This is an optimization exercise on Yosys and OpenROAD, whose aim is small area, a short achievable clock period and few clock cycles per item, not a production implementation. Where RTL was checked, it was by simulation tests only, not by an equivalence proof against the original.

## run a
Design mandel_engine, start of the top module:
module mandel_engine #(
  parameter int W       = 16,
  parameter int FRAC    = 12,
  parameter int ITER_W  = 16,
  parameter int COORD_W = 9
) (
  input  logic               clk,
  input  logic               rst,
  input  logic               cfg_start,
  input  logic [COORD_W-1:0] cfg_pix_w,
  input  logic [COORD_W-1:0] cfg_pix_h,
  input  logic [W-1:0]       cfg_cxs,
  input  logic [W-1:0]       cfg_cys,
  input  logic [W-1:0]       cfg_dcx,
  input  logic [W-1:0]       cfg_dcy,
  input  logic [ITER_W-1:0]  cfg_max_iter,
  input  logic               abort,
  output logic               busy,
  output logic               done,
  output logic               out_valid,
  input  logic               out_ready,
  output logic [COORD_W-1:0] out_x,
  output logic [COORD_W-1:0] out_y,
  output logic [ITER_W-1:0]  out_iter,
  output logic               out_inside
);
  localparam int PW = 158;
  logic [COORD_W-1:0]  wm1, hm1, ax, ay;    
  logic signed [W-1:0] cxs, dcx, dcy, acx, acy;
  logic [ITER_W-1:0]   max_iter;
  logic                comp;
  logic [1:0]          aseq, oseq;
  logic                ofirst;
  logic                rb_v, rb_inside;
  logic [1:0]          rb_tag;
  logic [ITER_W-1:0]   rb_iter;
  logic signed [W-1:0] x1, y1, cx1, cy1;
  logic [13:0]         sx1, sy1;
  ...
Settings: LEC_CHECK=0, ABC_CLOCK_PERIOD_IN_PS=5000, CAP_MARGIN=20, CORE_MARGIN=2, CORE_UTILIZATION=40, SETUP_SLACK_MARGIN=5, SLEW_MARGIN=20, TNS_END_PERCENT=0; clock period 12.0 ns.
standard.sh (not shown) runs the stock make flow with config.mk's settings and CLKGATE_MAP_FILE= SYNTH_SCRIPT=/design/flow/synth_recipe.tcl, a recipe that flattens the netlist after the stock synthesis.
==> flow/flow/run.sh <==
#!/bin/bash
set -euo pipefail
sed '1s/^proc synth {args} { yosys synth -nofsm -noshare {\*}\$args }$/proc synth {args} { yosys synth -nofsm -noshare -noabc {*}$args }/' synth_recipe.tcl > synth_noabc.tcl
grep -q -- '-noabc' synth_noabc.tcl
bash standard.sh SYNTH_SCRIPT="$PWD/synth_noabc.tcl" SETUP_SLACK_MARGIN=8.5 finish > flow_make.log 2>&1
Modified inputs, run b compared to run a
diff --git a/flow/design.v b/flow/design.v
--- a/flow/design.v
+++ b/flow/design.v
@@ -40,17 +40,17 @@
   logic                act1, hold1, fr1, er1, hin1, lr1;
   logic [1:0]          tg1;
   logic [PW-1:0]       p2;
   logic signed [W-1:0] cx2, cy2;
   logic [13:0]         sx2, sy2;
   logic [ITER_W-1:0]   i2;
-  logic                act2, hold2, er2, hin2, lr2, lim2, cyc2, es2, ns2;
+  logic                act2, hold2, er2, hin2, lr2, lim2, cyc2, es2;
   logic [1:0]          tg2;
   logic [PW-1:0]       p1;
-  logic                bigx, bigy, mi_zero, at_lim, cyc, es1, ns1;
-  logic [4:0]          hx, hy, hthr, hmax;
+  logic                bigx, bigy, mi_zero, at_lim, cyc, es1;
+  logic [4:0]          hx, hy, hthr;
   logic [ITER_W-1:0]   i1p;
   logic                sure, inc, now;
   logic                esc_mag, esc_now, fin, use_i, res_in, can_out, rb_go, to_out, to_rb;
   logic                delivered, take, row_end, last_pix, capture, done_cond;
   logic signed [W-1:0] xn, yn;
   logic [ITER_W-1:0]   res_iter;
@@ -97,52 +97,16 @@
       5'd28: hthr = 5'd16;
       5'd29: hthr = 5'd14;
       5'd30: hthr = 5'd12;
       5'd31: hthr = 5'd8;
       default: hthr = 5'd0;
     endcase
-    case (hx)
-      5'd0: hmax = 5'd30;
-      5'd1: hmax = 5'd30;
-      5'd2: hmax = 5'd30;
-      5'd3: hmax = 5'd30;
-      5'd4: hmax = 5'd30;
-      5'd5: hmax = 5'd30;
-      5'd6: hmax = 5'd30;
-      5'd7: hmax = 5'd29;
-      5'd8: hmax = 5'd29;
-      5'd9: hmax = 5'd29;
-      5'd10: hmax = 5'd29;
-      5'd11: hmax = 5'd28;
-      5'd12: hmax = 5'd28;
-      5'd13: hmax = 5'd27;
-      5'd14: hmax = 5'd27;
-      5'd15: hmax = 5'd26;
-      5'd16: hmax = 5'd26;
-      5'd17: hmax = 5'd25;
-      5'd18: hmax = 5'd24;
-      5'd19: hmax = 5'd23;
-      5'd20: hmax = 5'd23;
-      5'd21: hmax = 5'd22;
-      5'd22: hmax = 5'd21;
-      5'd23: hmax = 5'd20;
-      5'd24: hmax = 5'd18;
-      5'd25: hmax = 5'd17;
-      5'd26: hmax = 5'd16;
-      5'd27: hmax = 5'd14;
-      5'd28: hmax = 5'd12;
-      5'd29: hmax = 5'd10;
-      5'd30: hmax = 5'd6;
-      5'd31: hmax = 5'd31;
-      default: hmax = 5'd31;
-    endcase
     es1 = bigx || bigy || (hthr != 5'd0 && hy >= hthr);
-    ns1 = !bigx && !bigy && (hmax != 5'd31) && (hy <= hmax);
     esc_now = (es2 || esc_mag) && !mi_zero;
     sure = es2 && !mi_zero;
-    now = sure || cyc2 || mi_zero || (lim2 && ns2);
+    now = sure || cyc2 || mi_zero;
     fin = act2 && (hold2 || er2 || lr2 || now);
     inc = !hold2 && !er2 && !lr2 && sure;
     use_i = er2 || inc;
     res_in = hold2 ? hin2 : !(er2 || (!lr2 && sure));
     res_iter = use_i ? i2 : max_iter;
     can_out = !out_valid;
@@ -166,13 +130,12 @@
     er2   <= er1;
     hin2  <= hin1;
     lim2  <= at_lim;
     cyc2  <= cyc;
     lr2   <= lr1;
     es2   <= es1;
-    ns2   <= ns1;
     act2  <= busy && act1;
     if (i1[1:0] == 2'b00) begin
       sx2 <= x1[13:0];
       sy2 <= y1[13:0];
     end else begin
       sx2 <= sx1;
--- outcome ---
Per the final summary, run b finished and its layout is clean on timing, DRC and antenna. In terms of sequential cell count, run a and run b differ only marginally. A type of the setup path with the least slack of register to register is what run a shows, while register to output pin belongs to run b. Run a -> run b: count of nets after finishing increased slightly. [compare] base=run a new=run b: die area roughly the same; total wire length up 2.7%; layout overhead on the synthesized area climbed 1.2 points; synthesized cell count flat.
Testbench counts of run b, summed over its fixed seeds: cycles 48,565, pixels 3,072.
The RTL of run a was laid out without a check of its function.

[separate check: timing with driven ports]
The flow's constraints put no driver on any port. The routed layouts listed below were extracted and timed again, unchanged, in two steps. Step 1 assumes that a clkbuf_16 drives the clock port and a buf_2 every other input. Step 2 moves the port delays by t, midway between the first and last clock arrival at a register: inputs arrive t later, outputs are due t later. That takes back most of the time a late clock gives input paths. a / b / c = no drivers / after step 1 / after step 2; a / b = the first two.
run	shift t [ns]	setup WS [ns]	worst register clock-pin slew, ns
run a	0.697	8.118 / 8.112 / 7.794	0.07 / 0.07
run b	0.686	8.185 / 8.124 / 7.749	0.06 / 0.06
After both steps every run listed still meets setup and hold. For run b, which loses most, drivers alone change the setup slack by -0.061 ns; drivers and shift together by -0.436 ns.
